What follows belongs to an exercise in optimizing a design on an open flow for small area; a production flow would make more cautious choices. No functional check of the RTL was part of any run shown here. No activity file was given, so power comes from the tool's default toggle rates.

==> design/flow/design.v <==
package matrix_pkg;
    localparam int ELEM_W = 4;                    
    localparam int RES_W  = 9;                    
    typedef logic signed [ELEM_W-1:0] elem_t;     
    typedef logic signed [RES_W-1:0]  res_t;      
    typedef struct packed {
        elem_t m11;                               
        elem_t m12;                               
        elem_t m21;                               
        elem_t m22;                               
    } mat_in_t;
    typedef struct packed {
        res_t m11;
        res_t m12;
        res_t m21;
        res_t m22;
    } mat_out_t;
    typedef enum logic [2:0] {
        OP_ADD       = 3'd0,                      
        OP_SUB       = 3'd1,                      
        OP_SCALE     = 3'd2,                      
        OP_MUL       = 3'd3,                      
        OP_TRANSPOSE = 3'd4,                      
        OP_ADJ       = 3'd5,                      
        OP_DET       = 3'd6                       
    } op_t;
    typedef struct packed {
        mat_out_t sum;                            
        mat_out_t diff;                           
        mat_out_t scaled;                         
    } ew_results_t;
    function automatic res_t widen(input elem_t e);
        res_t w;
        w = e;                                    
        widen = w;
    endfunction
    function automatic mat_out_t widen_mat(input mat_in_t m);
        mat_out_t w;
        w.m11 = widen(m.m11);
        w.m12 = widen(m.m12);
        w.m21 = widen(m.m21);
        w.m22 = widen(m.m22);
        widen_mat = w;
    endfunction
endpackage
`timescale 1ns/1ps
module csa_fa (
    input  logic a,
    input  logic b,
    input  logic c,
    output logic s,
    output logic co
);
    assign s  = a ^ b ^ c;
    assign co = (a & b) | (a & c) | (b & c);
endmodule
module csa_ha (
    input  logic a,
    input  logic b,
    output logic s,
    output logic co
);
    assign s  = a ^ b;
    assign co = a & b;
endmodule
module pp_nor (
    input  logic an,
    input  logic bn,
    output logic y
);
    assign y = ~(an | bn);
endmodule
`timescale 1ns/1ps
module matrix_alu (
    input  logic        clk,
    input  logic        reset,
    input  logic        start,
    input  logic [2:0]  op,
    input  logic [15:0] a,
    input  logic [15:0] b,
    input  logic [3:0]  scalar,
    output logic [35:0] result,
    output logic [8:0]  det,
    output logic        singular,
    output logic        done
);
    logic [2:0]  opr;       
    logic [15:0] ar;        
    logic [15:0] br;        
    always_ff @(posedge clk) begin
        if (reset) done <= 1'b0;
        else       done <= start;
    end
    logic [15:0] a_in;
    always_comb begin
        case (op)
            3'd4:    a_in = {a[15:12], a[7:4], a[11:8], a[3:0]};
            3'd5:    a_in = {a[3:0], a[11:8], a[7:4], a[15:12]};
            default: a_in = a;
        endcase
    end
    logic [15:0] b_in;
    always_comb begin
        case (op)
            3'd2:       b_in = {scalar, 8'd0, scalar};
            3'd4, 3'd5: b_in = '0;
            default:    b_in = b;
        endcase
    end
    always_ff @(posedge clk) begin
        if (reset) begin
            opr       <= 3'd7;
            ar[15:8]  <= 8'd0;
        end else if (start) begin
            opr       <= (op == 3'd7) ? 3'd6 : op;
            ar[15:8]  <= a_in[15:8];
        end
    end
    always_ff @(posedge clk) begin
        if (start) begin
            ar[7:0] <= a_in[7:0];
            br      <= b_in;
        end
    end
    logic [3:0] a11, a12, a21, a22, b11, b12, b21, b22;
    assign {a11, a12, a21, a22} = ar;
    assign {b11, b12, b21, b22} = br;
    logic [8:0] p11, p12, p21, p22;
    logic [7:0] dv;
    logic [8:0] s11, s12, s21, s22;
    wire [3:0] a11_n = ~a11;
    wire [3:0] a12_n = ~a12;
    wire [3:0] a21_n = ~a21;
    wire [3:0] a22_n = ~a22;
    wire [3:0] b11_n = ~b11;
    wire [3:0] b12_n = ~b12;
    wire [3:0] b21_n = ~b21;
    wire [3:0] b22_n = ~b22;
    wire pp_a110_b110;
    pp_nor u_pp_a110_b110 (.an(a11_n[0]), .bn(b11_n[0]), .y(pp_a110_b110));
    wire pp_a110_b111;
    pp_nor u_pp_a110_b111 (.an(a11_n[0]), .bn(b11_n[1]), .y(pp_a110_b111));
    wire pp_a110_b112;
    pp_nor u_pp_a110_b112 (.an(a11_n[0]), .bn(b11_n[2]), .y(pp_a110_b112));
    wire pp_a111_b110;
    pp_nor u_pp_a111_b110 (.an(a11_n[1]), .bn(b11_n[0]), .y(pp_a111_b110));
    wire pp_a111_b111;
    pp_nor u_pp_a111_b111 (.an(a11_n[1]), .bn(b11_n[1]), .y(pp_a111_b111));
    wire pp_a111_b112;
    pp_nor u_pp_a111_b112 (.an(a11_n[1]), .bn(b11_n[2]), .y(pp_a111_b112));
    wire pp_a112_b110;
    pp_nor u_pp_a112_b110 (.an(a11_n[2]), .bn(b11_n[0]), .y(pp_a112_b110));
    wire pp_a112_b111;
    pp_nor u_pp_a112_b111 (.an(a11_n[2]), .bn(b11_n[1]), .y(pp_a112_b111));
    wire pp_a112_b112;
    pp_nor u_pp_a112_b112 (.an(a11_n[2]), .bn(b11_n[2]), .y(pp_a112_b112));
    wire pp_a113_b113;
    pp_nor u_pp_a113_b113 (.an(a11_n[3]), .bn(b11_n[3]), .y(pp_a113_b113));
    wire pp_a120_b210;
    pp_nor u_pp_a120_b210 (.an(a12_n[0]), .bn(b21_n[0]), .y(pp_a120_b210));
    wire pp_a120_b211;
    pp_nor u_pp_a120_b211 (.an(a12_n[0]), .bn(b21_n[1]), .y(pp_a120_b211));
    wire pp_a120_b212;
    pp_nor u_pp_a120_b212 (.an(a12_n[0]), .bn(b21_n[2]), .y(pp_a120_b212));
    wire pp_a121_b210;
    pp_nor u_pp_a121_b210 (.an(a12_n[1]), .bn(b21_n[0]), .y(pp_a121_b210));
    wire pp_a121_b211;
    pp_nor u_pp_a121_b211 (.an(a12_n[1]), .bn(b21_n[1]), .y(pp_a121_b211));
    wire pp_a121_b212;
    pp_nor u_pp_a121_b212 (.an(a12_n[1]), .bn(b21_n[2]), .y(pp_a121_b212));
    wire pp_a122_b210;
    pp_nor u_pp_a122_b210 (.an(a12_n[2]), .bn(b21_n[0]), .y(pp_a122_b210));
    wire pp_a122_b211;
    pp_nor u_pp_a122_b211 (.an(a12_n[2]), .bn(b21_n[1]), .y(pp_a122_b211));
    wire pp_a122_b212;
    pp_nor u_pp_a122_b212 (.an(a12_n[2]), .bn(b21_n[2]), .y(pp_a122_b212));
    wire pp_a123_b213;
    pp_nor u_pp_a123_b213 (.an(a12_n[3]), .bn(b21_n[3]), .y(pp_a123_b213));
    wire p11_0, p11_1;
    csa_ha u_p11_0 (.a(pp_a110_b110), .b(pp_a120_b210), .s(p11_0), .co(p11_1));
    wire p11_2, p11_3;
    csa_fa u_p11_2 (.a(pp_a110_b111), .b(pp_a111_b110), .c(pp_a120_b211), .s(p11_2), .co(p11_3));
    wire p11_4, p11_5;
    csa_fa u_p11_4 (.a(pp_a121_b210), .b(p11_1), .c(p11_2), .s(p11_4), .co(p11_5));
    wire p11_6, p11_7;
    csa_fa u_p11_6 (.a(pp_a110_b112), .b(pp_a111_b111), .c(pp_a112_b110), .s(p11_6), .co(p11_7));
    wire p11_8, p11_9;
    csa_fa u_p11_8 (.a(pp_a120_b212), .b(pp_a121_b211), .c(pp_a122_b210), .s(p11_8), .co(p11_9));
    wire p11_10, p11_11;
    csa_fa u_p11_10 (.a(p11_3), .b(p11_6), .c(p11_8), .s(p11_10), .co(p11_11));
    wire p11_12, p11_13;
    csa_ha u_p11_12 (.a(p11_5), .b(p11_10), .s(p11_12), .co(p11_13));
    wire p11_14, p11_15;
    csa_fa u_p11_14 (.a(~(a11[0] & b11[3])), .b(pp_a111_b112), .c(pp_a112_b111), .s(p11_14), .co(p11_15));
    wire p11_16, p11_17;
    csa_fa u_p11_16 (.a(~(a11[3] & b11[0])), .b(~(a12[0] & b21[3])), .c(pp_a121_b212), .s(p11_16), .co(p11_17));
    wire p11_18, p11_19;
    csa_fa u_p11_18 (.a(pp_a122_b211), .b(~(a12[3] & b21[0])), .c(p11_7), .s(p11_18), .co(p11_19));
    wire p11_20, p11_21;
    csa_fa u_p11_20 (.a(p11_9), .b(p11_14), .c(p11_16), .s(p11_20), .co(p11_21));
    wire p11_22, p11_23;
    csa_fa u_p11_22 (.a(p11_11), .b(p11_18), .c(p11_20), .s(p11_22), .co(p11_23));
    wire p11_24, p11_25;
    csa_ha u_p11_24 (.a(p11_13), .b(p11_22), .s(p11_24), .co(p11_25));
    wire p11_26, p11_27;
    csa_fa u_p11_26 (.a(~(a11[1] & b11[3])), .b(pp_a112_b112), .c(~(a11[3] & b11[1])), .s(p11_26), .co(p11_27));
    wire p11_28, p11_29;
    csa_fa u_p11_28 (.a(~(a12[1] & b21[3])), .b(pp_a122_b212), .c(~(a12[3] & b21[1])), .s(p11_28), .co(p11_29));
    wire p11_30, p11_31;
    csa_fa u_p11_30 (.a(p11_15), .b(p11_17), .c(p11_26), .s(p11_30), .co(p11_31));
    wire p11_32, p11_33;
    csa_fa u_p11_32 (.a(p11_28), .b(p11_19), .c(p11_21), .s(p11_32), .co(p11_33));
    wire p11_34, p11_35;
    csa_fa u_p11_34 (.a(p11_30), .b(p11_32), .c(p11_23), .s(p11_34), .co(p11_35));
    wire p11_36, p11_37;
    csa_ha u_p11_36 (.a(p11_25), .b(p11_34), .s(p11_36), .co(p11_37));
    wire p11_38 = ~(~(a11[2] & b11[3]) ^ ~(a11[3] & b11[2]));
    wire p11_39 = ~(a11[2] & b11[3]) | ~(a11[3] & b11[2]);
    wire p11_40, p11_41;
    csa_fa u_p11_40 (.a(~(a12[2] & b21[3])), .b(~(a12[3] & b21[2])), .c(p11_38), .s(p11_40), .co(p11_41));
    wire p11_42, p11_43;
    csa_fa u_p11_42 (.a(p11_27), .b(p11_29), .c(p11_40), .s(p11_42), .co(p11_43));
    wire p11_44, p11_45;
    csa_fa u_p11_44 (.a(p11_31), .b(p11_42), .c(p11_33), .s(p11_44), .co(p11_45));
    wire p11_46, p11_47;
    csa_fa u_p11_46 (.a(p11_44), .b(p11_35), .c(p11_37), .s(p11_46), .co(p11_47));
    wire p11_48, p11_49;
    csa_fa u_p11_48 (.a(pp_a113_b113), .b(pp_a123_b213), .c(p11_39), .s(p11_48), .co(p11_49));
    wire p11_50, p11_51;
    csa_fa u_p11_50 (.a(p11_41), .b(p11_48), .c(p11_43), .s(p11_50), .co(p11_51));
    wire p11_52, p11_53;
    csa_fa u_p11_52 (.a(p11_50), .b(p11_45), .c(p11_47), .s(p11_52), .co(p11_53));
    wire p11_54, p11_55;
    csa_fa u_p11_54 (.a(p11_49), .b(p11_51), .c(p11_53), .s(p11_54), .co(p11_55));
    wire p11_56 = ~p11_55;
    wire pp_a110_b120;
    pp_nor u_pp_a110_b120 (.an(a11_n[0]), .bn(b12_n[0]), .y(pp_a110_b120));
    wire pp_a110_b121;
    pp_nor u_pp_a110_b121 (.an(a11_n[0]), .bn(b12_n[1]), .y(pp_a110_b121));
    wire pp_a110_b122;
    pp_nor u_pp_a110_b122 (.an(a11_n[0]), .bn(b12_n[2]), .y(pp_a110_b122));
    wire pp_a111_b120;
    pp_nor u_pp_a111_b120 (.an(a11_n[1]), .bn(b12_n[0]), .y(pp_a111_b120));
    wire pp_a111_b121;
    pp_nor u_pp_a111_b121 (.an(a11_n[1]), .bn(b12_n[1]), .y(pp_a111_b121));
    wire pp_a111_b122;
    pp_nor u_pp_a111_b122 (.an(a11_n[1]), .bn(b12_n[2]), .y(pp_a111_b122));
    wire pp_a112_b120;
    pp_nor u_pp_a112_b120 (.an(a11_n[2]), .bn(b12_n[0]), .y(pp_a112_b120));
    wire pp_a112_b121;
    pp_nor u_pp_a112_b121 (.an(a11_n[2]), .bn(b12_n[1]), .y(pp_a112_b121));
    wire pp_a112_b122;
    pp_nor u_pp_a112_b122 (.an(a11_n[2]), .bn(b12_n[2]), .y(pp_a112_b122));
    wire pp_a113_b123;
    pp_nor u_pp_a113_b123 (.an(a11_n[3]), .bn(b12_n[3]), .y(pp_a113_b123));
    wire pp_a120_b220;
    pp_nor u_pp_a120_b220 (.an(a12_n[0]), .bn(b22_n[0]), .y(pp_a120_b220));
    wire pp_a120_b221;
    pp_nor u_pp_a120_b221 (.an(a12_n[0]), .bn(b22_n[1]), .y(pp_a120_b221));
    wire pp_a120_b222;
    pp_nor u_pp_a120_b222 (.an(a12_n[0]), .bn(b22_n[2]), .y(pp_a120_b222));
    wire pp_a121_b220;
    pp_nor u_pp_a121_b220 (.an(a12_n[1]), .bn(b22_n[0]), .y(pp_a121_b220));
    wire pp_a121_b221;
    pp_nor u_pp_a121_b221 (.an(a12_n[1]), .bn(b22_n[1]), .y(pp_a121_b221));
    wire pp_a121_b222;
    pp_nor u_pp_a121_b222 (.an(a12_n[1]), .bn(b22_n[2]), .y(pp_a121_b222));
    wire pp_a122_b220;
    pp_nor u_pp_a122_b220 (.an(a12_n[2]), .bn(b22_n[0]), .y(pp_a122_b220));
    wire pp_a122_b221;
    pp_nor u_pp_a122_b221 (.an(a12_n[2]), .bn(b22_n[1]), .y(pp_a122_b221));
    wire pp_a122_b222;
    pp_nor u_pp_a122_b222 (.an(a12_n[2]), .bn(b22_n[2]), .y(pp_a122_b222));
    wire pp_a123_b223;
    pp_nor u_pp_a123_b223 (.an(a12_n[3]), .bn(b22_n[3]), .y(pp_a123_b223));
    wire p12_57, p12_58;
    csa_ha u_p12_57 (.a(pp_a110_b120), .b(pp_a120_b220), .s(p12_57), .co(p12_58));
    wire p12_59, p12_60;
    csa_fa u_p12_59 (.a(pp_a110_b121), .b(pp_a111_b120), .c(pp_a120_b221), .s(p12_59), .co(p12_60));
    wire p12_61, p12_62;
    csa_fa u_p12_61 (.a(pp_a121_b220), .b(p12_58), .c(p12_59), .s(p12_61), .co(p12_62));
    wire p12_63, p12_64;
    csa_fa u_p12_63 (.a(pp_a110_b122), .b(pp_a111_b121), .c(pp_a112_b120), .s(p12_63), .co(p12_64));
    wire p12_65, p12_66;
    csa_fa u_p12_65 (.a(pp_a120_b222), .b(pp_a121_b221), .c(pp_a122_b220), .s(p12_65), .co(p12_66));
    wire p12_67, p12_68;
    csa_fa u_p12_67 (.a(p12_60), .b(p12_63), .c(p12_65), .s(p12_67), .co(p12_68));
    wire p12_69, p12_70;
    csa_ha u_p12_69 (.a(p12_62), .b(p12_67), .s(p12_69), .co(p12_70));
    wire p12_71, p12_72;
    csa_fa u_p12_71 (.a(~(a11[0] & b12[3])), .b(pp_a111_b122), .c(pp_a112_b121), .s(p12_71), .co(p12_72));
    wire p12_73, p12_74;
    csa_fa u_p12_73 (.a(~(a11[3] & b12[0])), .b(~(a12[0] & b22[3])), .c(pp_a121_b222), .s(p12_73), .co(p12_74));
    wire p12_75, p12_76;
    csa_fa u_p12_75 (.a(pp_a122_b221), .b(~(a12[3] & b22[0])), .c(p12_64), .s(p12_75), .co(p12_76));
    wire p12_77, p12_78;
    csa_fa u_p12_77 (.a(p12_66), .b(p12_71), .c(p12_73), .s(p12_77), .co(p12_78));
    wire p12_79, p12_80;
    csa_fa u_p12_79 (.a(p12_68), .b(p12_75), .c(p12_77), .s(p12_79), .co(p12_80));
    wire p12_81, p12_82;
    csa_ha u_p12_81 (.a(p12_70), .b(p12_79), .s(p12_81), .co(p12_82));
    wire p12_83, p12_84;
    csa_fa u_p12_83 (.a(~(a11[1] & b12[3])), .b(pp_a112_b122), .c(~(a11[3] & b12[1])), .s(p12_83), .co(p12_84));
    wire p12_85, p12_86;
    csa_fa u_p12_85 (.a(~(a12[1] & b22[3])), .b(pp_a122_b222), .c(~(a12[3] & b22[1])), .s(p12_85), .co(p12_86));
    wire p12_87, p12_88;
    csa_fa u_p12_87 (.a(p12_72), .b(p12_74), .c(p12_83), .s(p12_87), .co(p12_88));
    wire p12_89, p12_90;
    csa_fa u_p12_89 (.a(p12_85), .b(p12_76), .c(p12_78), .s(p12_89), .co(p12_90));
    wire p12_91, p12_92;
    csa_fa u_p12_91 (.a(p12_87), .b(p12_89), .c(p12_80), .s(p12_91), .co(p12_92));
    wire p12_93, p12_94;
    csa_ha u_p12_93 (.a(p12_82), .b(p12_91), .s(p12_93), .co(p12_94));
    wire p12_95 = ~(~(a11[2] & b12[3]) ^ ~(a11[3] & b12[2]));
    wire p12_96 = ~(a11[2] & b12[3]) | ~(a11[3] & b12[2]);
    wire p12_97, p12_98;
    csa_fa u_p12_97 (.a(~(a12[2] & b22[3])), .b(~(a12[3] & b22[2])), .c(p12_95), .s(p12_97), .co(p12_98));
    wire p12_99, p12_100;
    csa_fa u_p12_99 (.a(p12_84), .b(p12_86), .c(p12_97), .s(p12_99), .co(p12_100));
    wire p12_101, p12_102;
    csa_fa u_p12_101 (.a(p12_88), .b(p12_99), .c(p12_90), .s(p12_101), .co(p12_102));
    wire p12_103, p12_104;
    csa_fa u_p12_103 (.a(p12_101), .b(p12_92), .c(p12_94), .s(p12_103), .co(p12_104));
    wire p12_105, p12_106;
    csa_fa u_p12_105 (.a(pp_a113_b123), .b(pp_a123_b223), .c(p12_96), .s(p12_105), .co(p12_106));
    wire p12_107, p12_108;
    csa_fa u_p12_107 (.a(p12_98), .b(p12_105), .c(p12_100), .s(p12_107), .co(p12_108));
    wire p12_109, p12_110;
    csa_fa u_p12_109 (.a(p12_107), .b(p12_102), .c(p12_104), .s(p12_109), .co(p12_110));
    wire p12_111, p12_112;
    csa_fa u_p12_111 (.a(p12_106), .b(p12_108), .c(p12_110), .s(p12_111), .co(p12_112));
    wire p12_113 = ~p12_112;
    wire pp_a210_b110;
    pp_nor u_pp_a210_b110 (.an(a21_n[0]), .bn(b11_n[0]), .y(pp_a210_b110));
    wire pp_a210_b111;
    pp_nor u_pp_a210_b111 (.an(a21_n[0]), .bn(b11_n[1]), .y(pp_a210_b111));
    wire pp_a210_b112;
    pp_nor u_pp_a210_b112 (.an(a21_n[0]), .bn(b11_n[2]), .y(pp_a210_b112));
    wire pp_a211_b110;
    pp_nor u_pp_a211_b110 (.an(a21_n[1]), .bn(b11_n[0]), .y(pp_a211_b110));
    wire pp_a211_b111;
    pp_nor u_pp_a211_b111 (.an(a21_n[1]), .bn(b11_n[1]), .y(pp_a211_b111));
    wire pp_a211_b112;
    pp_nor u_pp_a211_b112 (.an(a21_n[1]), .bn(b11_n[2]), .y(pp_a211_b112));
    wire pp_a212_b110;
    pp_nor u_pp_a212_b110 (.an(a21_n[2]), .bn(b11_n[0]), .y(pp_a212_b110));
    wire pp_a212_b111;
    pp_nor u_pp_a212_b111 (.an(a21_n[2]), .bn(b11_n[1]), .y(pp_a212_b111));
    wire pp_a212_b112;
    pp_nor u_pp_a212_b112 (.an(a21_n[2]), .bn(b11_n[2]), .y(pp_a212_b112));
    wire pp_a213_b113;
    pp_nor u_pp_a213_b113 (.an(a21_n[3]), .bn(b11_n[3]), .y(pp_a213_b113));
    wire pp_a220_b210;
    pp_nor u_pp_a220_b210 (.an(a22_n[0]), .bn(b21_n[0]), .y(pp_a220_b210));
    wire pp_a220_b211;
    pp_nor u_pp_a220_b211 (.an(a22_n[0]), .bn(b21_n[1]), .y(pp_a220_b211));
    wire pp_a220_b212;
    pp_nor u_pp_a220_b212 (.an(a22_n[0]), .bn(b21_n[2]), .y(pp_a220_b212));
    wire pp_a221_b210;
    pp_nor u_pp_a221_b210 (.an(a22_n[1]), .bn(b21_n[0]), .y(pp_a221_b210));
    wire pp_a221_b211;
    pp_nor u_pp_a221_b211 (.an(a22_n[1]), .bn(b21_n[1]), .y(pp_a221_b211));
    wire pp_a221_b212;
    pp_nor u_pp_a221_b212 (.an(a22_n[1]), .bn(b21_n[2]), .y(pp_a221_b212));
    wire pp_a222_b210;
    pp_nor u_pp_a222_b210 (.an(a22_n[2]), .bn(b21_n[0]), .y(pp_a222_b210));
    wire pp_a222_b211;
    pp_nor u_pp_a222_b211 (.an(a22_n[2]), .bn(b21_n[1]), .y(pp_a222_b211));
    wire pp_a222_b212;
    pp_nor u_pp_a222_b212 (.an(a22_n[2]), .bn(b21_n[2]), .y(pp_a222_b212));
    wire pp_a223_b213;
    pp_nor u_pp_a223_b213 (.an(a22_n[3]), .bn(b21_n[3]), .y(pp_a223_b213));
    wire p21_114, p21_115;
    csa_ha u_p21_114 (.a(pp_a210_b110), .b(pp_a220_b210), .s(p21_114), .co(p21_115));
    wire p21_116, p21_117;
    csa_fa u_p21_116 (.a(pp_a210_b111), .b(pp_a211_b110), .c(pp_a220_b211), .s(p21_116), .co(p21_117));
    wire p21_118, p21_119;
    csa_fa u_p21_118 (.a(pp_a221_b210), .b(p21_115), .c(p21_116), .s(p21_118), .co(p21_119));
    wire p21_120, p21_121;
    csa_fa u_p21_120 (.a(pp_a210_b112), .b(pp_a211_b111), .c(pp_a212_b110), .s(p21_120), .co(p21_121));
    wire p21_122, p21_123;
    csa_fa u_p21_122 (.a(pp_a220_b212), .b(pp_a221_b211), .c(pp_a222_b210), .s(p21_122), .co(p21_123));
    wire p21_124, p21_125;
    csa_fa u_p21_124 (.a(p21_117), .b(p21_120), .c(p21_122), .s(p21_124), .co(p21_125));
    wire p21_126, p21_127;
    csa_ha u_p21_126 (.a(p21_119), .b(p21_124), .s(p21_126), .co(p21_127));
    wire p21_128, p21_129;
    csa_fa u_p21_128 (.a(~(a21[0] & b11[3])), .b(pp_a211_b112), .c(pp_a212_b111), .s(p21_128), .co(p21_129));
    wire p21_130, p21_131;
    csa_fa u_p21_130 (.a(~(a21[3] & b11[0])), .b(~(a22[0] & b21[3])), .c(pp_a221_b212), .s(p21_130), .co(p21_131));
    wire p21_132, p21_133;
    csa_fa u_p21_132 (.a(pp_a222_b211), .b(~(a22[3] & b21[0])), .c(p21_121), .s(p21_132), .co(p21_133));
    wire p21_134, p21_135;
    csa_fa u_p21_134 (.a(p21_123), .b(p21_128), .c(p21_130), .s(p21_134), .co(p21_135));
    wire p21_136, p21_137;
    csa_fa u_p21_136 (.a(p21_125), .b(p21_132), .c(p21_134), .s(p21_136), .co(p21_137));
    wire p21_138, p21_139;
    csa_ha u_p21_138 (.a(p21_127), .b(p21_136), .s(p21_138), .co(p21_139));
    wire p21_140, p21_141;
    csa_fa u_p21_140 (.a(~(a21[1] & b11[3])), .b(pp_a212_b112), .c(~(a21[3] & b11[1])), .s(p21_140), .co(p21_141));
    wire p21_142, p21_143;
    csa_fa u_p21_142 (.a(~(a22[1] & b21[3])), .b(pp_a222_b212), .c(~(a22[3] & b21[1])), .s(p21_142), .co(p21_143));
    wire p21_144, p21_145;
    csa_fa u_p21_144 (.a(p21_129), .b(p21_131), .c(p21_140), .s(p21_144), .co(p21_145));
    wire p21_146, p21_147;
    csa_fa u_p21_146 (.a(p21_142), .b(p21_133), .c(p21_135), .s(p21_146), .co(p21_147));
    wire p21_148, p21_149;
    csa_fa u_p21_148 (.a(p21_144), .b(p21_146), .c(p21_137), .s(p21_148), .co(p21_149));
    wire p21_150, p21_151;
    csa_ha u_p21_150 (.a(p21_139), .b(p21_148), .s(p21_150), .co(p21_151));
    wire p21_152 = ~(~(a21[2] & b11[3]) ^ ~(a21[3] & b11[2]));
    wire p21_153 = ~(a21[2] & b11[3]) | ~(a21[3] & b11[2]);
    wire p21_154, p21_155;
    csa_fa u_p21_154 (.a(~(a22[2] & b21[3])), .b(~(a22[3] & b21[2])), .c(p21_152), .s(p21_154), .co(p21_155));
    wire p21_156, p21_157;
    csa_fa u_p21_156 (.a(p21_141), .b(p21_143), .c(p21_154), .s(p21_156), .co(p21_157));
    wire p21_158, p21_159;
    csa_fa u_p21_158 (.a(p21_145), .b(p21_156), .c(p21_147), .s(p21_158), .co(p21_159));
    wire p21_160, p21_161;
    csa_fa u_p21_160 (.a(p21_158), .b(p21_149), .c(p21_151), .s(p21_160), .co(p21_161));
    wire p21_162, p21_163;
    csa_fa u_p21_162 (.a(pp_a213_b113), .b(pp_a223_b213), .c(p21_153), .s(p21_162), .co(p21_163));
    wire p21_164, p21_165;
    csa_fa u_p21_164 (.a(p21_155), .b(p21_162), .c(p21_157), .s(p21_164), .co(p21_165));
    wire p21_166, p21_167;
    csa_fa u_p21_166 (.a(p21_164), .b(p21_159), .c(p21_161), .s(p21_166), .co(p21_167));
    wire p21_168, p21_169;
    csa_fa u_p21_168 (.a(p21_163), .b(p21_165), .c(p21_167), .s(p21_168), .co(p21_169));
    wire p21_170 = ~p21_169;
    wire pp_a210_b120;
    pp_nor u_pp_a210_b120 (.an(a21_n[0]), .bn(b12_n[0]), .y(pp_a210_b120));
    wire pp_a210_b121;
    pp_nor u_pp_a210_b121 (.an(a21_n[0]), .bn(b12_n[1]), .y(pp_a210_b121));
    wire pp_a210_b122;
    pp_nor u_pp_a210_b122 (.an(a21_n[0]), .bn(b12_n[2]), .y(pp_a210_b122));
    wire pp_a211_b120;
    pp_nor u_pp_a211_b120 (.an(a21_n[1]), .bn(b12_n[0]), .y(pp_a211_b120));
    wire pp_a211_b121;
    pp_nor u_pp_a211_b121 (.an(a21_n[1]), .bn(b12_n[1]), .y(pp_a211_b121));
    wire pp_a211_b122;
    pp_nor u_pp_a211_b122 (.an(a21_n[1]), .bn(b12_n[2]), .y(pp_a211_b122));
    wire pp_a212_b120;
    pp_nor u_pp_a212_b120 (.an(a21_n[2]), .bn(b12_n[0]), .y(pp_a212_b120));
    wire pp_a212_b121;
    pp_nor u_pp_a212_b121 (.an(a21_n[2]), .bn(b12_n[1]), .y(pp_a212_b121));
    wire pp_a212_b122;
    pp_nor u_pp_a212_b122 (.an(a21_n[2]), .bn(b12_n[2]), .y(pp_a212_b122));
    wire pp_a213_b123;
    pp_nor u_pp_a213_b123 (.an(a21_n[3]), .bn(b12_n[3]), .y(pp_a213_b123));
    wire pp_a220_b220;
    pp_nor u_pp_a220_b220 (.an(a22_n[0]), .bn(b22_n[0]), .y(pp_a220_b220));
    wire pp_a220_b221;
    pp_nor u_pp_a220_b221 (.an(a22_n[0]), .bn(b22_n[1]), .y(pp_a220_b221));
    wire pp_a220_b222;
    pp_nor u_pp_a220_b222 (.an(a22_n[0]), .bn(b22_n[2]), .y(pp_a220_b222));
    wire pp_a221_b220;
    pp_nor u_pp_a221_b220 (.an(a22_n[1]), .bn(b22_n[0]), .y(pp_a221_b220));
    wire pp_a221_b221;
    pp_nor u_pp_a221_b221 (.an(a22_n[1]), .bn(b22_n[1]), .y(pp_a221_b221));
    wire pp_a221_b222;
    pp_nor u_pp_a221_b222 (.an(a22_n[1]), .bn(b22_n[2]), .y(pp_a221_b222));
    wire pp_a222_b220;
    pp_nor u_pp_a222_b220 (.an(a22_n[2]), .bn(b22_n[0]), .y(pp_a222_b220));
    wire pp_a222_b221;
    pp_nor u_pp_a222_b221 (.an(a22_n[2]), .bn(b22_n[1]), .y(pp_a222_b221));
    wire pp_a222_b222;
    pp_nor u_pp_a222_b222 (.an(a22_n[2]), .bn(b22_n[2]), .y(pp_a222_b222));
    wire pp_a223_b223;
    pp_nor u_pp_a223_b223 (.an(a22_n[3]), .bn(b22_n[3]), .y(pp_a223_b223));
    wire p22_171, p22_172;
    csa_ha u_p22_171 (.a(pp_a210_b120), .b(pp_a220_b220), .s(p22_171), .co(p22_172));
    wire p22_173, p22_174;
    csa_fa u_p22_173 (.a(pp_a210_b121), .b(pp_a211_b120), .c(pp_a220_b221), .s(p22_173), .co(p22_174));
    wire p22_175, p22_176;
    csa_fa u_p22_175 (.a(pp_a221_b220), .b(p22_172), .c(p22_173), .s(p22_175), .co(p22_176));
    wire p22_177, p22_178;
    csa_fa u_p22_177 (.a(pp_a210_b122), .b(pp_a211_b121), .c(pp_a212_b120), .s(p22_177), .co(p22_178));
    wire p22_179, p22_180;
    csa_fa u_p22_179 (.a(pp_a220_b222), .b(pp_a221_b221), .c(pp_a222_b220), .s(p22_179), .co(p22_180));
    wire p22_181, p22_182;
    csa_fa u_p22_181 (.a(p22_174), .b(p22_177), .c(p22_179), .s(p22_181), .co(p22_182));
    wire p22_183, p22_184;
    csa_ha u_p22_183 (.a(p22_176), .b(p22_181), .s(p22_183), .co(p22_184));
    wire p22_185, p22_186;
    csa_fa u_p22_185 (.a(~(a21[0] & b12[3])), .b(pp_a211_b122), .c(pp_a212_b121), .s(p22_185), .co(p22_186));
    wire p22_187, p22_188;
    csa_fa u_p22_187 (.a(~(a21[3] & b12[0])), .b(~(a22[0] & b22[3])), .c(pp_a221_b222), .s(p22_187), .co(p22_188));
    wire p22_189, p22_190;
    csa_fa u_p22_189 (.a(pp_a222_b221), .b(~(a22[3] & b22[0])), .c(p22_178), .s(p22_189), .co(p22_190));
    wire p22_191, p22_192;
    csa_fa u_p22_191 (.a(p22_180), .b(p22_185), .c(p22_187), .s(p22_191), .co(p22_192));
    wire p22_193, p22_194;
    csa_fa u_p22_193 (.a(p22_182), .b(p22_189), .c(p22_191), .s(p22_193), .co(p22_194));
    wire p22_195, p22_196;
    csa_ha u_p22_195 (.a(p22_184), .b(p22_193), .s(p22_195), .co(p22_196));
    wire p22_197, p22_198;
    csa_fa u_p22_197 (.a(~(a21[1] & b12[3])), .b(pp_a212_b122), .c(~(a21[3] & b12[1])), .s(p22_197), .co(p22_198));
    wire p22_199, p22_200;
    csa_fa u_p22_199 (.a(~(a22[1] & b22[3])), .b(pp_a222_b222), .c(~(a22[3] & b22[1])), .s(p22_199), .co(p22_200));
    wire p22_201, p22_202;
    csa_fa u_p22_201 (.a(p22_186), .b(p22_188), .c(p22_197), .s(p22_201), .co(p22_202));
    wire p22_203, p22_204;
    csa_fa u_p22_203 (.a(p22_199), .b(p22_190), .c(p22_192), .s(p22_203), .co(p22_204));
    wire p22_205, p22_206;
    csa_fa u_p22_205 (.a(p22_201), .b(p22_203), .c(p22_194), .s(p22_205), .co(p22_206));
    wire p22_207, p22_208;
    csa_ha u_p22_207 (.a(p22_196), .b(p22_205), .s(p22_207), .co(p22_208));
    wire p22_209 = ~(~(a21[2] & b12[3]) ^ ~(a21[3] & b12[2]));
    wire p22_210 = ~(a21[2] & b12[3]) | ~(a21[3] & b12[2]);
    wire p22_211, p22_212;
    csa_fa u_p22_211 (.a(~(a22[2] & b22[3])), .b(~(a22[3] & b22[2])), .c(p22_209), .s(p22_211), .co(p22_212));
    wire p22_213, p22_214;
    csa_fa u_p22_213 (.a(p22_198), .b(p22_200), .c(p22_211), .s(p22_213), .co(p22_214));
    wire p22_215, p22_216;
    csa_fa u_p22_215 (.a(p22_202), .b(p22_213), .c(p22_204), .s(p22_215), .co(p22_216));
    wire p22_217, p22_218;
    csa_fa u_p22_217 (.a(p22_215), .b(p22_206), .c(p22_208), .s(p22_217), .co(p22_218));
    wire p22_219, p22_220;
    csa_fa u_p22_219 (.a(pp_a213_b123), .b(pp_a223_b223), .c(p22_210), .s(p22_219), .co(p22_220));
    wire p22_221, p22_222;
    csa_fa u_p22_221 (.a(p22_212), .b(p22_219), .c(p22_214), .s(p22_221), .co(p22_222));
    wire p22_223, p22_224;
    csa_fa u_p22_223 (.a(p22_221), .b(p22_216), .c(p22_218), .s(p22_223), .co(p22_224));
    wire p22_225, p22_226;
    csa_fa u_p22_225 (.a(p22_220), .b(p22_222), .c(p22_224), .s(p22_225), .co(p22_226));
    wire p22_227 = ~p22_226;
    wire pp_a110_a220;
    pp_nor u_pp_a110_a220 (.an(a11_n[0]), .bn(a22_n[0]), .y(pp_a110_a220));
    wire pp_a110_a221;
    pp_nor u_pp_a110_a221 (.an(a11_n[0]), .bn(a22_n[1]), .y(pp_a110_a221));
    wire pp_a110_a222;
    pp_nor u_pp_a110_a222 (.an(a11_n[0]), .bn(a22_n[2]), .y(pp_a110_a222));
    wire pp_a111_a220;
    pp_nor u_pp_a111_a220 (.an(a11_n[1]), .bn(a22_n[0]), .y(pp_a111_a220));
    wire pp_a111_a221;
    pp_nor u_pp_a111_a221 (.an(a11_n[1]), .bn(a22_n[1]), .y(pp_a111_a221));
    wire pp_a111_a222;
    pp_nor u_pp_a111_a222 (.an(a11_n[1]), .bn(a22_n[2]), .y(pp_a111_a222));
    wire pp_a112_a220;
    pp_nor u_pp_a112_a220 (.an(a11_n[2]), .bn(a22_n[0]), .y(pp_a112_a220));
    wire pp_a112_a221;
    pp_nor u_pp_a112_a221 (.an(a11_n[2]), .bn(a22_n[1]), .y(pp_a112_a221));
    wire pp_a112_a222;
    pp_nor u_pp_a112_a222 (.an(a11_n[2]), .bn(a22_n[2]), .y(pp_a112_a222));
    wire pp_a113_a223;
    pp_nor u_pp_a113_a223 (.an(a11_n[3]), .bn(a22_n[3]), .y(pp_a113_a223));
    wire pp_a12_n0_a210;
    pp_nor u_pp_a12_n0_a210 (.an(a12[0]), .bn(a21_n[0]), .y(pp_a12_n0_a210));
    wire pp_a12_n0_a211;
    pp_nor u_pp_a12_n0_a211 (.an(a12[0]), .bn(a21_n[1]), .y(pp_a12_n0_a211));
    wire pp_a12_n0_a212;
    pp_nor u_pp_a12_n0_a212 (.an(a12[0]), .bn(a21_n[2]), .y(pp_a12_n0_a212));
    wire pp_a12_n1_a210;
    pp_nor u_pp_a12_n1_a210 (.an(a12[1]), .bn(a21_n[0]), .y(pp_a12_n1_a210));
    wire pp_a12_n1_a211;
    pp_nor u_pp_a12_n1_a211 (.an(a12[1]), .bn(a21_n[1]), .y(pp_a12_n1_a211));
    wire pp_a12_n1_a212;
    pp_nor u_pp_a12_n1_a212 (.an(a12[1]), .bn(a21_n[2]), .y(pp_a12_n1_a212));
    wire pp_a12_n2_a210;
    pp_nor u_pp_a12_n2_a210 (.an(a12[2]), .bn(a21_n[0]), .y(pp_a12_n2_a210));
    wire pp_a12_n2_a211;
    pp_nor u_pp_a12_n2_a211 (.an(a12[2]), .bn(a21_n[1]), .y(pp_a12_n2_a211));
    wire pp_a12_n2_a212;
    pp_nor u_pp_a12_n2_a212 (.an(a12[2]), .bn(a21_n[2]), .y(pp_a12_n2_a212));
    wire pp_a12_n3_a213;
    pp_nor u_pp_a12_n3_a213 (.an(a12[3]), .bn(a21_n[3]), .y(pp_a12_n3_a213));
    wire d_228, d_229;
    csa_fa u_d_228 (.a(pp_a110_a220), .b(pp_a12_n0_a210), .c(a21[0]), .s(d_228), .co(d_229));
    wire d_230, d_231;
    csa_fa u_d_230 (.a(pp_a110_a221), .b(pp_a111_a220), .c(pp_a12_n0_a211), .s(d_230), .co(d_231));
    wire d_232, d_233;
    csa_fa u_d_232 (.a(pp_a12_n1_a210), .b(a21[1]), .c(d_229), .s(d_232), .co(d_233));
    wire d_234, d_235;
    csa_ha u_d_234 (.a(d_230), .b(d_232), .s(d_234), .co(d_235));
    wire d_236, d_237;
    csa_fa u_d_236 (.a(pp_a110_a222), .b(pp_a111_a221), .c(pp_a112_a220), .s(d_236), .co(d_237));
    wire d_238, d_239;
    csa_fa u_d_238 (.a(pp_a12_n0_a212), .b(pp_a12_n1_a211), .c(pp_a12_n2_a210), .s(d_238), .co(d_239));
    wire d_240, d_241;
    csa_fa u_d_240 (.a(a21[2]), .b(d_231), .c(d_236), .s(d_240), .co(d_241));
    wire d_242, d_243;
    csa_fa u_d_242 (.a(d_238), .b(d_233), .c(d_240), .s(d_242), .co(d_243));
    wire d_244, d_245;
    csa_ha u_d_244 (.a(d_235), .b(d_242), .s(d_244), .co(d_245));
    wire d_246 = ~(~(a11[0] & a22[3]) ^ pp_a111_a222);
    wire d_247 = ~(a11[0] & a22[3]) | pp_a111_a222;
    wire d_248, d_249;
    csa_fa u_d_248 (.a(pp_a112_a221), .b(~(a11[3] & a22[0])), .c(~(a12_n[0] & a21[3])), .s(d_248), .co(d_249));
    wire d_250, d_251;
    csa_fa u_d_250 (.a(pp_a12_n1_a212), .b(pp_a12_n2_a211), .c(~(a12_n[3] & a21[0])), .s(d_250), .co(d_251));
    wire d_252, d_253;
    csa_fa u_d_252 (.a(~a21[3]), .b(d_246), .c(d_237), .s(d_252), .co(d_253));
    wire d_254, d_255;
    csa_fa u_d_254 (.a(d_239), .b(d_248), .c(d_250), .s(d_254), .co(d_255));
    wire d_256, d_257;
    csa_fa u_d_256 (.a(d_241), .b(d_252), .c(d_254), .s(d_256), .co(d_257));
    wire d_258, d_259;
    csa_fa u_d_258 (.a(d_243), .b(d_256), .c(d_245), .s(d_258), .co(d_259));
    wire d_260 = ~(~(a11[1] & a22[3]) ^ pp_a112_a222);
    wire d_261 = ~(a11[1] & a22[3]) | pp_a112_a222;
    wire d_262, d_263;
    csa_fa u_d_262 (.a(~(a11[3] & a22[1])), .b(~(a12_n[1] & a21[3])), .c(pp_a12_n2_a212), .s(d_262), .co(d_263));
    wire d_264, d_265;
    csa_fa u_d_264 (.a(~(a12_n[3] & a21[1])), .b(d_247), .c(d_260), .s(d_264), .co(d_265));
    wire d_266, d_267;
    csa_fa u_d_266 (.a(d_249), .b(d_251), .c(d_262), .s(d_266), .co(d_267));
    wire d_268, d_269;
    csa_fa u_d_268 (.a(d_264), .b(d_253), .c(d_255), .s(d_268), .co(d_269));
    wire d_270, d_271;
    csa_fa u_d_270 (.a(d_266), .b(d_268), .c(d_257), .s(d_270), .co(d_271));
    wire d_272, d_273;
    csa_ha u_d_272 (.a(d_270), .b(d_259), .s(d_272), .co(d_273));
    wire d_274, d_275;
    csa_fa u_d_274 (.a(~(a11[2] & a22[3])), .b(~(a11[3] & a22[2])), .c(~(a12_n[2] & a21[3])), .s(d_274), .co(d_275));
    wire d_276, d_277;
    csa_fa u_d_276 (.a(~(a12_n[3] & a21[2])), .b(d_261), .c(d_263), .s(d_276), .co(d_277));
    wire d_278, d_279;
    csa_fa u_d_278 (.a(d_274), .b(d_265), .c(d_267), .s(d_278), .co(d_279));
    wire d_280, d_281;
    csa_fa u_d_280 (.a(d_276), .b(d_269), .c(d_278), .s(d_280), .co(d_281));
    wire d_282, d_283;
    csa_fa u_d_282 (.a(d_271), .b(d_280), .c(d_273), .s(d_282), .co(d_283));
    wire d_284, d_285;
    csa_fa u_d_284 (.a(pp_a113_a223), .b(pp_a12_n3_a213), .c(d_275), .s(d_284), .co(d_285));
    wire d_286, d_287;
    csa_fa u_d_286 (.a(d_277), .b(d_284), .c(d_279), .s(d_286), .co(d_287));
    wire d_288, d_289;
    csa_fa u_d_288 (.a(d_286), .b(d_281), .c(d_283), .s(d_288), .co(d_289));
    wire d_290 = d_285 ^ d_287;
    wire d_291 = d_290 ^ d_289;
    wire sub_292 = opr[0] & ~opr[2];
    wire s11_293 = b11[0] ^ sub_292;
    wire s11_294 = b11[1] ^ sub_292;
    wire s11_295 = b11[2] ^ sub_292;
    wire s11_296 = b11[3] ^ sub_292;
    wire s11_297, s11_298;
    csa_fa u_s11_297 (.a(a11[0]), .b(s11_293), .c(sub_292), .s(s11_297), .co(s11_298));
    wire s11_299, s11_300;
    csa_fa u_s11_299 (.a(a11[1]), .b(s11_294), .c(s11_298), .s(s11_299), .co(s11_300));
    wire s11_301, s11_302;
    csa_fa u_s11_301 (.a(a11[2]), .b(s11_295), .c(s11_300), .s(s11_301), .co(s11_302));
    wire s11_303, s11_304;
    csa_fa u_s11_303 (.a(a11[3]), .b(s11_296), .c(s11_302), .s(s11_303), .co(s11_304));
    wire s11_305 = a11[3] ^ s11_296 ^ s11_304;
    wire s12_306 = b12[0] ^ sub_292;
    wire s12_307 = b12[1] ^ sub_292;
    wire s12_308 = b12[2] ^ sub_292;
    wire s12_309 = b12[3] ^ sub_292;
    wire s12_310 = opr[2] & opr[0];
    wire s12_311 = a12[0] ^ s12_310;
    wire s12_312 = a12[1] ^ s12_310;
    wire s12_313 = a12[2] ^ s12_310;
    wire s12_314 = a12[3] ^ s12_310;
    wire s12_315 = opr[0];
    wire s12_316, s12_317;
    csa_fa u_s12_316 (.a(s12_311), .b(s12_306), .c(s12_315), .s(s12_316), .co(s12_317));
    wire s12_318, s12_319;
    csa_fa u_s12_318 (.a(s12_312), .b(s12_307), .c(s12_317), .s(s12_318), .co(s12_319));
    wire s12_320, s12_321;
    csa_fa u_s12_320 (.a(s12_313), .b(s12_308), .c(s12_319), .s(s12_320), .co(s12_321));
    wire s12_322, s12_323;
    csa_fa u_s12_322 (.a(s12_314), .b(s12_309), .c(s12_321), .s(s12_322), .co(s12_323));
    wire s12_324 = s12_314 ^ s12_309 ^ s12_323;
    wire s21_325 = b21[0] ^ sub_292;
    wire s21_326 = b21[1] ^ sub_292;
    wire s21_327 = b21[2] ^ sub_292;
    wire s21_328 = b21[3] ^ sub_292;
    wire s21_329 = opr[2] & opr[0];
    wire s21_330 = a21[0] ^ s21_329;
    wire s21_331 = a21[1] ^ s21_329;
    wire s21_332 = a21[2] ^ s21_329;
    wire s21_333 = a21[3] ^ s21_329;
    wire s21_334 = opr[0];
    wire s21_335, s21_336;
    csa_fa u_s21_335 (.a(s21_330), .b(s21_325), .c(s21_334), .s(s21_335), .co(s21_336));
    wire s21_337, s21_338;
    csa_fa u_s21_337 (.a(s21_331), .b(s21_326), .c(s21_336), .s(s21_337), .co(s21_338));
    wire s21_339, s21_340;
    csa_fa u_s21_339 (.a(s21_332), .b(s21_327), .c(s21_338), .s(s21_339), .co(s21_340));
    wire s21_341, s21_342;
    csa_fa u_s21_341 (.a(s21_333), .b(s21_328), .c(s21_340), .s(s21_341), .co(s21_342));
    wire s21_343 = s21_333 ^ s21_328 ^ s21_342;
    wire s22_344 = b22[0] ^ sub_292;
    wire s22_345 = b22[1] ^ sub_292;
    wire s22_346 = b22[2] ^ sub_292;
    wire s22_347 = b22[3] ^ sub_292;
    wire s22_348, s22_349;
    csa_fa u_s22_348 (.a(a22[0]), .b(s22_344), .c(sub_292), .s(s22_348), .co(s22_349));
    wire s22_350, s22_351;
    csa_fa u_s22_350 (.a(a22[1]), .b(s22_345), .c(s22_349), .s(s22_350), .co(s22_351));
    wire s22_352, s22_353;
    csa_fa u_s22_352 (.a(a22[2]), .b(s22_346), .c(s22_351), .s(s22_352), .co(s22_353));
    wire s22_354, s22_355;
    csa_fa u_s22_354 (.a(a22[3]), .b(s22_347), .c(s22_353), .s(s22_354), .co(s22_355));
    wire s22_356 = a22[3] ^ s22_347 ^ s22_355;
    assign p11 = {p11_56, p11_54, p11_52, p11_46, p11_36, p11_24, p11_12, p11_4, p11_0};
    assign p12 = {p12_113, p12_111, p12_109, p12_103, p12_93, p12_81, p12_69, p12_61, p12_57};
    assign p21 = {p21_170, p21_168, p21_166, p21_160, p21_150, p21_138, p21_126, p21_118, p21_114};
    assign p22 = {p22_227, p22_225, p22_223, p22_217, p22_207, p22_195, p22_183, p22_175, p22_171};
    assign dv = {d_291, d_288, d_282, d_272, d_258, d_244, d_234, d_228};
    assign s11 = {s11_305, s11_305, s11_305, s11_305, s11_305, s11_303, s11_301, s11_299, s11_297};
    assign s12 = {s12_324, s12_324, s12_324, s12_324, s12_324, s12_322, s12_320, s12_318, s12_316};
    assign s21 = {s21_343, s21_343, s21_343, s21_343, s21_343, s21_341, s21_339, s21_337, s21_335};
    assign s22 = {s22_356, s22_356, s22_356, s22_356, s22_356, s22_354, s22_352, s22_350, s22_348};
    logic zero_det;
    assign zero_det = (dv == 8'd0);
    function automatic logic [8:0] sx(input logic [3:0] e);
        sx = {{5{e[3]}}, e};
    endfunction
    logic [8:0] r11, r12, r21, r22;
    always_comb begin
        r11 = '0; r12 = '0; r21 = '0; r22 = '0;
        case (opr)
            3'd0, 3'd1, 3'd4: begin r11 = s11; r12 = s12; r21 = s21; r22 = s22; end
            3'd2, 3'd3: begin r11 = p11; r12 = p12; r21 = p21; r22 = p22; end
            3'd5: if (!zero_det) begin r11 = s11; r12 = s12; r21 = s21; r22 = s22; end
            default: ;
        endcase
    end
    assign result   = {r11, r12, r21, r22};
    assign det      = {dv[7], dv};
    assign singular = zero_det & (opr != 3'd7);
endmodule
==> design/flow/flow/run.sh <==
#!/bin/bash
# The standard layout, with the smallest buffer (buf_1) on every input and output port
# instead of the delay buffer buffer_ports picks on its own.
set -euo pipefail
cd "$(dirname "$0")/.."
export BUFFER_PORTS_ARGS="-buffer_cell sky130_fd_sc_hd__buf_1"
bash standard.sh > standard.log 2>&1
==> design/flow/standard.sh <==
#!/bin/bash
# synth_recipe.tcl (not shown) runs the flow's synth.tcl, then flattens the netlist and writes it again
# the make line also repeats each setting of config.mk as NAME=value (left out here)
make -C /OpenROAD-flow-scripts/flow DESIGN_CONFIG=/design/flow/config.mk WORK_HOME=/design/flow/orfs CLKGATE_MAP_FILE= SYNTH_SCRIPT=/design/flow/synth_recipe.tcl "${@:-finish}"
==> design/flow/config.mk <==
export PLATFORM = sky130hd
export DESIGN_NAME = matrix_alu
export DESIGN_NICKNAME = matrix_alu
export VERILOG_FILES = /design/flow/design.v
export SDC_FILE = /design/flow/constraint.sdc
export NUM_CORES = 4
export LEC_CHECK = 0
export CAP_MARGIN = 20
export CORE_MARGIN = 2
export CORE_UTILIZATION = 40
export CTS_BUF_LIST = sky130_fd_sc_hd__clkbuf_4
export CTS_CLUSTER_SIZE = 12
export SLEW_MARGIN = 20
export SYNTH_HIERARCHICAL = 1
==> design/flow/constraint.sdc <==
create_clock -name core_clock -period 8.0 [get_ports {clk}]
set_input_delay 1.6000 -clock core_clock [delete_from_list [all_inputs] [get_ports {clk}]]
set_output_delay 1.6000 -clock core_clock [all_outputs]
set_load 0.01 [all_outputs]
==> impl_metrics.ini, run 1 <==
[run_status]
outcome = finished clean

[finish]
final_core_util_pct = 44.49
drive_gt1_share_pct = 7.080
nets = 878
fillCellCount = 1551
n_antenna_cell = 0
instances_no_fill = 889
area_delta_synth_final_pct = 8.057

[yosys]
synth.distinct_cells = 42
synth_top_area_share_pct = 42.55
synthMostInstantiatedCell = fa_1
synth_top_area_cell = fa_1
syn_nets = 809
yosysWarnings = 7
syn_inst = 608
synth.top_cells.by_count = 134 x fa_1, 118 x nor2_1, 75 x nand2_1
synth_edf_count = 24
netlist_area_sq_um = 6305
async_flop_share_pct = 0
ys_top_cells_by_area = fa_1 43%, edfxtp_1 11%, nor2_1 7.0%
ys_seq_elements = 36
syn_avg_cell_area_sq_um = 10.37
ys_seq_area_share_pct = 15.24
ys.flop_type = edfxtp_1

[worst_setup_path]
crit_type = reg -> out
crit_buf_inv = 2
end_kind = primary output
crit_chain = inv_1 > nor2_1 > fa_1 > fa_1 > fa_1 > ha_1 > fa_1 > ha_1 > fa_1 > fa_1 > nor4_4 > a41o_2 > o21ai_1 > buf_1
crit_slowest_cell = a41o_2
crit_path_start_kind = flop
critPathMaxStageDelay_ns = 0.61
cp.arrival_ns = 5.71
regToRegSetupSlack_ns = 6.84
critical_path.max_fanout = 20
crit_family = adder cells
cp.required_ns = 6.40
crit_path_frequent_cell = fa_1

[floorplanning]
fp.dieW_um = 129.5
rows = 45
fp.coreArea_sq_um = 15310
die_area_sq_um = 16780
ios = 89
die_height_um = 129.5
initial_core_util_pct = 41.17

[grt]
grt_pass1_wl_um = 27680
gr-usage-all-layers_pct = 21.80
antenna_found_initial = 0
grt_pass1_vias = 5045
overflow = 0
grt_max_degree = 48

[placement]
dp_slack_ns = 1.037
place.gp.congestion = 0.9176
portBuffers = 88
placed_cells = 881
hpwl_um = 14180

[clocking]
cts-buffers-inserted = 5
cts_tree = built
holdBufCountCts = 0
clockBufferDepth = 2
root_buffer = clkbuf_4
path_clk_slew_ns = 0.12
cts-resized-gates = 0
clk_latency_ns = 0.32
htree_levels = 2
cts_setup_buffers = 0
cts_sinks = 36

[flow_run]
maxCapViolCount = 0

[route]
ant_nets = 0
routed_via_density = 5.251
initialDrtViolationCount = 338
wl_per_cell_um = 19.57
first_pass_iters = 4
drc = 0
dr_total_vias = 4668
drt-total-wl_um = 17400

[timing]
post-route-period-util_pct = 91.43
finClkSkew_ns = 0
finalMaxSlewViolations = 0
worst_pin_slew_ns = 0.9863
max_clock_freq_ghz = 0.1367
grt_setup_unrepaired = false
tns_ns = 0
fin_ws_ns = 0.6854
maxSlewHeadroom_pct = 34.25
layout_min_cycle_time_ns = 7.315
hold_viol_final = 0
finalSetupViolations = 0

[power_and_ir_drop]
ir_drop_mv = 0.1325
power_density_nw_per_um2 = 239.4
report.power.total_mw = 1.631
p_leak_nw = 2.740

[hold_path]
min_path_type = reg -> reg
where the power goes:
group,internal (mW),leakage [nW],switching (mW)
logic,0.536,2.37,0.725
clock network,0.0639,0.0403,0.0559
registers,0.217,0.333,0.0335
through the flow:
| stage | hold slack, ns | cell area (sq um) |
|---|---|---|
| 3_5_place_dp | 0.5964 | 6738 |
| 6_report | 0.6127 | 6813 |
| 3_3_place_gp | 0.5885 | 6738 |
| 5_1_grt | 0.6740 | 6813 |
| 4_1_cts | 0.6132 | 6813 |
| 2_1_floorplan | 0.5104 | 6305 |
worst register-to-register path: stages (launching register included):
cell     delay, ns
dfxtp_1       0.49
nor2b_1       0.22
a311o_1       0.34
final cells by class:
cell class	instances	area, sq um	share of cell area [%]
tap	211	264.0	3.875
clock inverter	3	37.54	0.5510
multi-input combinational	493	4964	72.86
clock buffer	5	37.54	0.5510
timing repair buffer	93	369.1	5.418
sequential	36	960.9	14.10
inverter	48	180.2	2.645
Yosys stat by module, one instance, submodules excluded:
module / area [sq um] / cells / copies in the design / flops+latches
matrix_alu: 3009 / 355 / 1 / 36
csa_fa: 20.02 / 1 / 134 / 0
csa_ha: 12.51 / 1 / 19 / 0
pp_nor: 3.754 / 1 / 100 / 0
cell families (layout without fill, tap and decap cells):
| group | count (synthesis) | after routing | share of synthesized area (%) |
|---|---|---|---|
| AO/OA/AOI/OAI | 67 | 67 | 8.812 |
| XOR/XNOR | 35 | 35 | 5.577 |
| adder cells (fa/ha/maj) | 159 | 159 | 47.51 |
| buffers and inverters | 79 | 149 | 6.073 |
| flip-flops | 36 | 36 | 15.24 |
| multiplexers | 17 | 17 | 2.858 |
| AND/OR/NAND/NOR | 215 | 215 | 13.93 |
metal layers:
| layer | wire, um | global-route usage [%] |
|---|---|---|
| met1 | 7636 | 31.13 |
| met5 | 0 | 0 |
| met2 | 8162 | 34.95 |
| met3 | 1163 | 2.808 |
| met4 | 432 | 6.705 |
sequential cells by signal, indices dropped and copies added, names as in the netlist:
signal,flops
ar,16
br,16
opr,3
done,1
cells in the final DEF (no fill, tap or decap), types with 6 or more instances in the layout:
| master | instances |
|---|---|
| a22oi_1 | 8 |
| mux2_2 | 8 |
| nand2_1 | 75 |
| and2_1 | 9 |
| fa_1 | 134 |
| a22o_2 | 6 |
| a22o_1 | 10 |
| xnor2_1 | 31 |
| dfxtp_1 | 12 |
| nor2_1 | 118 |
| mux2i_1 | 9 |
| edfxtp_1 | 24 |
| o21ai_0 | 8 |
| inv_1 | 47 |
| o21ai_2 | 12 |
| buf_1 | 87 |
| a211oi_1 | 8 |
| ha_1 | 25 |
final timing paths:
check	startpoint	endpoint	cells after the start
setup / recovery	ar[1]	result[16]	14
hold / removal	ar[12]	ar[12]	2
setup reg to reg	opr[0]	opr[0]	2
hold reg to reg	ar[12]	ar[12]	2
==> run 2: changes to the inputs <==
==> design/flow/flow/run.sh (replaced) <==
#!/bin/bash
set -euo pipefail
cd "$(dirname "$0")/.."
export BUFFER_PORTS_ARGS="-buffer_cell sky130_fd_sc_hd__buf_1"
export CTS_ARGS="-sink_clustering_enable -repair_clock_nets -buf_list sky130_fd_sc_hd__clkbuf_4 -dont_use_dummy_load"
bash standard.sh > standard.log 2>&1
--- a/design/flow/config.mk
+++ b/design/flow/config.mk
@@ -10,4 +10,2 @@
 export CORE_UTILIZATION = 40
-export CTS_BUF_LIST = sky130_fd_sc_hd__clkbuf_4
-export CTS_CLUSTER_SIZE = 12
 export SLEW_MARGIN = 20
==> run 2 against run 1 <==
Against the previous run: first-iteration DRC count is 19% lower; cell area is 0.55% lower; clock power down 34%; cell count decreased by 0.34%; routed wire length decreased by 0.12%; maximum frequency fell by 0.16%; area after synthesis unchanged; setup slack worse by 0.011 ns; sequential power about the same; register-to-register slack barely moved; non-clock buffer count stayed put; sequential share of layout area up 0.078 points.
==> impl_metrics.ini, run 2 <==
[run_status]
outcome = finished clean

[clocking]
path_clk_slew_ns = 0.12
clockBufferDepth = 2
cts_sinks = 36
root_buffer = clkbuf_4
cts-buffers-inserted = 5
htree_levels = 2
cts_setup_buffers = 0
clk_latency_ns = 0.31
cts_tree = built
holdBufCountCts = 0
cts-resized-gates = 0

[worst_setup_path]
critical_path.max_fanout = 20
startpoint = ar[1]
r2r_cells = 2
crit_type = reg -> out
cp.arrival_ns = 5.73
worstSetupEndpoint = result[17]
worstReg2RegStart = opr[0]
end_kind = primary output
timing.rr.end = opr[0]
regToRegSetupSlack_ns = 6.84
cp.required_ns = 6.40
crit_path_start_kind = flop

[timing]
finalSetupViolations = 0
grt_setup_unrepaired = false
finalMaxSlewViolations = 0
layout_min_cycle_time_ns = 7.326
finClkSkew_ns = 0
max_clock_freq_ghz = 0.1365
maxSlewHeadroom_pct = 35.40
tns_ns = 0
hold_viol_final = 0
post-route-period-util_pct = 91.57
worst_pin_slew_ns = 0.9690

[yosys]
synthMostInstantiatedCell = fa_1
syn_nets = 809
synth.top_cells.by_count = 134 x fa_1, 118 x nor2_1, 75 x nand2_1
ys_seq_elements = 36
synth_edf_count = 24
async_flop_share_pct = 0
syn_avg_cell_area_sq_um = 10.37
ys.flop_type = edfxtp_1
ys_seq_area_share_pct = 15.24
netlist_area_sq_um = 6305
synth_top_area_cell = fa_1
synth_top_area_share_pct = 42.55
syn_inst = 608
synth.distinct_cells = 42
ys_top_cells_by_area = fa_1 43%, edfxtp_1 11%, nor2_1 7.0%
yosysWarnings = 7

[grt]
gr-usage-all-layers_pct = 21.79
antenna_found_initial = 0
overflow = 0
grt_max_degree = 48
grt_pass1_vias = 5041
grt_pass1_wl_um = 27660

[finish]
fillCellCount = 1557
area_delta_synth_final_pct = 7.462
multi_input_area_sq_um = 4964
seq_area_sq_um = 960.9
drive_gt1_share_pct = 6.963
mostFrequentLayoutCells = 134 x fa_1, 118 x nor2_1, 87 x buf_1
stdcell_area_sq_um = 6775
final_core_util_pct = 44.24
nets = 878
instances_no_fill = 886
final_common_cell = fa_1
reg_top3 = ar (16), br (16), opr (3)
n_antenna_cell = 0

[hold_path]
worstHoldPathCells = 2
min_path_type = reg -> reg

[floorplanning]
rows = 45
fp.coreArea_sq_um = 15310
die_height_um = 129.5
fp.dieW_um = 129.5
ios = 89
die_area_sq_um = 16780
initial_core_util_pct = 41.17

[power_and_ir_drop]
report.power.total_mw = 1.589
power_density_nw_per_um2 = 234.6
p_leak_nw = 2.723
ir_drop_mv = 0.1322

[placement]
place.gp.congestion = 0.9176
postPlaceCellArea_sq_um = 6738
hpwl_um = 14180
placed_cells = 881
portBuffers = 88

[route]
first_pass_iters = 5
dr_total_vias = 4695
wl_per_cell_um = 19.61
ant_nets = 0
routed_via_density = 5.299
drc = 0
drt-total-wl_um = 17370
initialDrtViolationCount = 275

[flow_run]
maxCapViolCount = 0
## run 2: cell counts after synthesis
No cell type changed its count.
## run 2: cell families (layout without fill, tap and decap cells)
group           Yosys count  in the layout  share of synthesized area, %
compound gates           67             67                         8.812
xor+xnor                 35             35                         5.577
fa+ha+maj               159            159                         47.51
buf+inv                  79            146                         6.073
flops                    36             36                         15.24
mux                      17             17                         2.858
simple gates            215            215                         13.93
## run 2: final cells by class
cell class                      count  share of cell area (%)
Multi-Input combinational cell    493                   73.26
Sequential cell                    36                   14.18
Timing Repair Buffer               93                   5.448
Tap cell                          211                   3.897
Inverter                           48                   2.659
Clock buffer                        5                  0.5540
## run 2: how the worst min path moves through the flow
stage                start  slack [ns]  endpoint
global route        ar[13]        0.67    ar[13]
finish              ar[12]        0.61    ar[12]
CTS                 ar[12]        0.61    ar[12]
detailed placement  ar[12]        0.60    ar[12]
floorplan           ar[14]        0.51    ar[14]
global placement    ar[14]        0.59    ar[14]
## run 2: metal layers
metal	track usage, %	wire length (um)
met1	31.13	7442
met2	34.92	8112
met3	2.808	1305
met4	6.705	513
met5	0	0
## run 2: where the power goes
part	leakage, nW	internal [mW]	switching (mW)	total, mW
Clock	0.0230	0.0294	0.0493	0.0787
Combinational	2.37	0.536	0.724	1.26
Sequential	0.333	0.217	0.0337	0.251
## run 2: per-module statistics from Yosys (local to each module, per instance)
module      cell area, sq um  flops+latches
csa_fa                 20.02              0
csa_ha                 12.51              0
matrix_alu              3009             36
pp_nor                 3.754              0
## run 2: stage by stage
step                      hold slack (ns)  setup slack, ns
after global placement             0.5885            1.112
after floorplan                    0.5104            1.817
after global routing               0.6740           0.4149
after CTS                          0.6132           0.6395
after detailed placement           0.5964            1.037
final                              0.6124           0.6741
## run 2: critical path, cell delays in order (launching register included)
cell and delay, ns:
edfxtp_1 0.62, inv_1 0.30, nor2_1 0.21, fa_1 0.46, fa_1 0.52, fa_1 0.42, ha_1 0.20, fa_1 0.36
ha_1 0.20, fa_1 0.39, fa_1 0.50, nor4_4 0.25, a41o_2 0.61, o22ai_1 0.16, buf_1 0.17
==> run 3: changes to the inputs <==
==> design/flow/flow/run.sh (replaced) <==
#!/bin/bash
set -euo pipefail
cd "$(dirname "$0")/.."
export BUFFER_PORTS_ARGS="-buffer_cell sky130_fd_sc_hd__buf_1"
export CTS_ARGS="-repair_clock_nets -buf_list sky130_fd_sc_hd__clkbuf_8 -root_buf sky130_fd_sc_hd__clkbuf_8 -dont_use_dummy_load"
bash standard.sh > standard.log 2>&1
==> run 3 against run 2 <==
Against the previous run: still clean; count of clock-buffer cells in the layout is the same; sequential share of layout area is 0.065 points lower; non-clock buffer count is the same; sequential power is essentially flat; cell count unchanged; routed wire length up 0.51%; setup slack improved by 0.047 ns; clock skew is the same; flip-flop and latch count stayed put; synthesized cell count is the same; critical path type unchanged; highest routed layer unchanged.
==> impl_metrics.ini, run 3 <==
[run_status]
outcome = finished clean

[route]
drt-total-wl_um = 17460
wl_per_cell_um = 19.71
first_pass_iters = 5
drc = 0
routed_via_density = 5.304
initialDrtViolationCount = 260
ant_nets = 0
dr_total_vias = 4699

[yosys]
ys.flop_type = edfxtp_1
synth_top_area_share_pct = 42.55
netlist_area_sq_um = 6305
ys_seq_area_share_pct = 15.24
synth_edf_count = 24
syn_nets = 809
async_flop_share_pct = 0
ys_seq_elements = 36
ys_top_cells_by_area = fa_1 43%, edfxtp_1 11%, nor2_1 7.0%
syn_avg_cell_area_sq_um = 10.37
syn_inst = 608
synth_top_area_cell = fa_1
synthMostInstantiatedCell = fa_1
synth.distinct_cells = 42
synth.top_cells.by_count = 134 x fa_1, 118 x nor2_1, 75 x nand2_1
yosysWarnings = 7

[power_and_ir_drop]
report.power.total_mw = 1.621
power_density_nw_per_um2 = 238.2
ir_drop_mv = 0.1322
p_leak_nw = 2.736

[floorplanning]
die_area_sq_um = 16780
ios = 89
initial_core_util_pct = 41.17
fp.dieW_um = 129.5
die_height_um = 129.5
fp.coreArea_sq_um = 15310
rows = 45

[hold_path]
min_path_type = reg -> reg

[worst_setup_path]
timing.rr.end = opr[0]
r2r_cells = 2
worstSetupEndpoint = result[16]
regToRegSetupSlack_ns = 6.84
crit_path_start_kind = flop
crit_type = reg -> out
cp.required_ns = 6.40
critical_path.max_fanout = 20
end_kind = primary output
worstReg2RegStart = opr[0]
startpoint = ar[1]
cp.arrival_ns = 5.68

[grt]
overflow = 0
gr-usage-all-layers_pct = 21.84
antenna_found_initial = 0
grt_pass1_vias = 5050
grt_max_degree = 48
grt_pass1_wl_um = 27680

[clocking]
root_buffer = clkbuf_8
htree_levels = 2
cts_setup_buffers = 0
cts_sinks = 36
clockBufferDepth = 2
cts-resized-gates = 0
holdBufCountCts = 0
cts_tree = built
path_clk_slew_ns = 0.08
cts-buffers-inserted = 5
clk_latency_ns = 0.27

[timing]
worst_pin_slew_ns = 0.9824
hold_viol_final = 0
max_clock_freq_ghz = 0.1374
fin_ws_ns = 0.7214
post-route-period-util_pct = 90.98
finalMaxSlewViolations = 0
holdWs_ns = 0.6085
layout_min_cycle_time_ns = 7.279
grt_setup_unrepaired = false
finClkSkew_ns = 0
finalSetupViolations = 0
tns_ns = 0
maxSlewHeadroom_pct = 34.51

[placement]
postPlaceCellArea_sq_um = 6738
hpwl_um = 14180
place.gp.congestion = 0.9176
dp_slack_ns = 1.037
placed_cells = 881
portBuffers = 88

[finish]
stdcell_area_sq_um = 6807
final_core_util_pct = 44.44
area_delta_synth_final_pct = 7.958
drive_gt1_share_pct = 6.963
mostFrequentLayoutCells = 134 x fa_1, 118 x nor2_1, 87 x buf_1
instances_no_fill = 886
nets = 878
final_common_cell = fa_1
reg_top3 = ar (16), br (16), opr (3)
n_antenna_cell = 0

[flow_run]
maxCapViolCount = 0
run 3: cell counts after synthesis:
No cell type changed its count.
run 3: worst min-delay path by stage:
stage	from	to	slack, ns	cells after the start
floorplan	ar[14]	ar[14]	0.51	2
global placement	ar[14]	ar[14]	0.59	2
detailed placement	ar[12]	ar[12]	0.60	2
CTS	ar[12]	ar[12]	0.61	2
global route	ar[13]	ar[13]	0.67	2
finish	ar[12]	ar[12]	0.61	2
run 3: layout make-up:
| type | instances | area (sq um) |
|---|---|---|
| multi-input cells | 493 | 4964 |
| flip-flops and latches | 36 | 960.9 |
| repair buffers | 93 | 369.1 |
| clock buffers | 5 | 68.82 |
| well taps | 211 | 264.0 |
| fillers | 1548 | 8508 |
| inverters | 48 | 180.2 |
run 3: power by group:
group	total [mW]	internal [mW]	leakage, nW	switching, mW
clock network	0.108	0.0558	0.0359	0.0522
logic	1.26	0.536	2.37	0.725
registers	0.251	0.217	0.333	0.0340
run 3: routing by layer:
metal  global-route usage [%]  wire length [um]
met5                        0                 0
met2                    34.92              8262
met4                    6.958               445
met3                    3.344              1192
met1                    30.81              7564
run 3: logic make-up after synthesis:
logic type                 share of synthesized area, %
AOI/OAI and AO/OA                                 8.812
xor gates and xnor gates                          5.577
adders and majority gates                         47.51
buffers and inverters                             6.073
DFF                                               15.24
muxes                                             2.858
and+or+nand+nor                                   13.93
run 3: modules after synthesis (local to each module, per instance):
module,cell area (sq um),copies in the design
pp_nor,3.754,100
csa_fa,20.02,134
matrix_alu,3009,1
csa_ha,12.51,19
run 3: worst max-delay path, stage by stage, from the launching register on:
cell and delay, ns:
edfxtp_1 0.59, inv_1 0.31, nor2_1 0.24, fa_1 0.46
fa_1 0.52, fa_1 0.42, ha_1 0.20, fa_1 0.36
ha_1 0.20, fa_1 0.38, fa_1 0.50, nor4_4 0.25
a41o_2 0.61, o21ai_1 0.17, buf_1 0.15

-- static timing again, ports no longer ideal --
Ports are ideal in the flow. The routed layouts listed here were re-timed in OpenROAD.
Step 1: set_driving_cell puts a clkbuf_16 on clk and a buf_2 on each other input, an assumption about the parent block.
Step 2 times the ports against the registers' clock, not the clock port: input delays grow and output delays shrink by t, the midpoint of the rising clock arrivals with the driver on.
Three values: no drivers, after step 1, after step 2; two values: the first two.
run | t, ns | setup WS [ns] | hold WS [ns] | worst setup path at the end | worst data-port slew with drivers (ns)
run 1 | 0.351 | 0.685 / 0.658 / 1.009 | 0.613 / 0.613 / 0.613 | register to output | 0.03
run 2 | 0.342 | 0.674 / 0.647 / 0.989 | 0.612 / 0.612 / 0.612 | register to output | 0.03
run 3 | 0.299 | 0.721 / 0.691 / 0.990 | 0.609 / 0.609 / 0.609 | register to output | 0.03
After both steps every run listed still meets setup and hold.
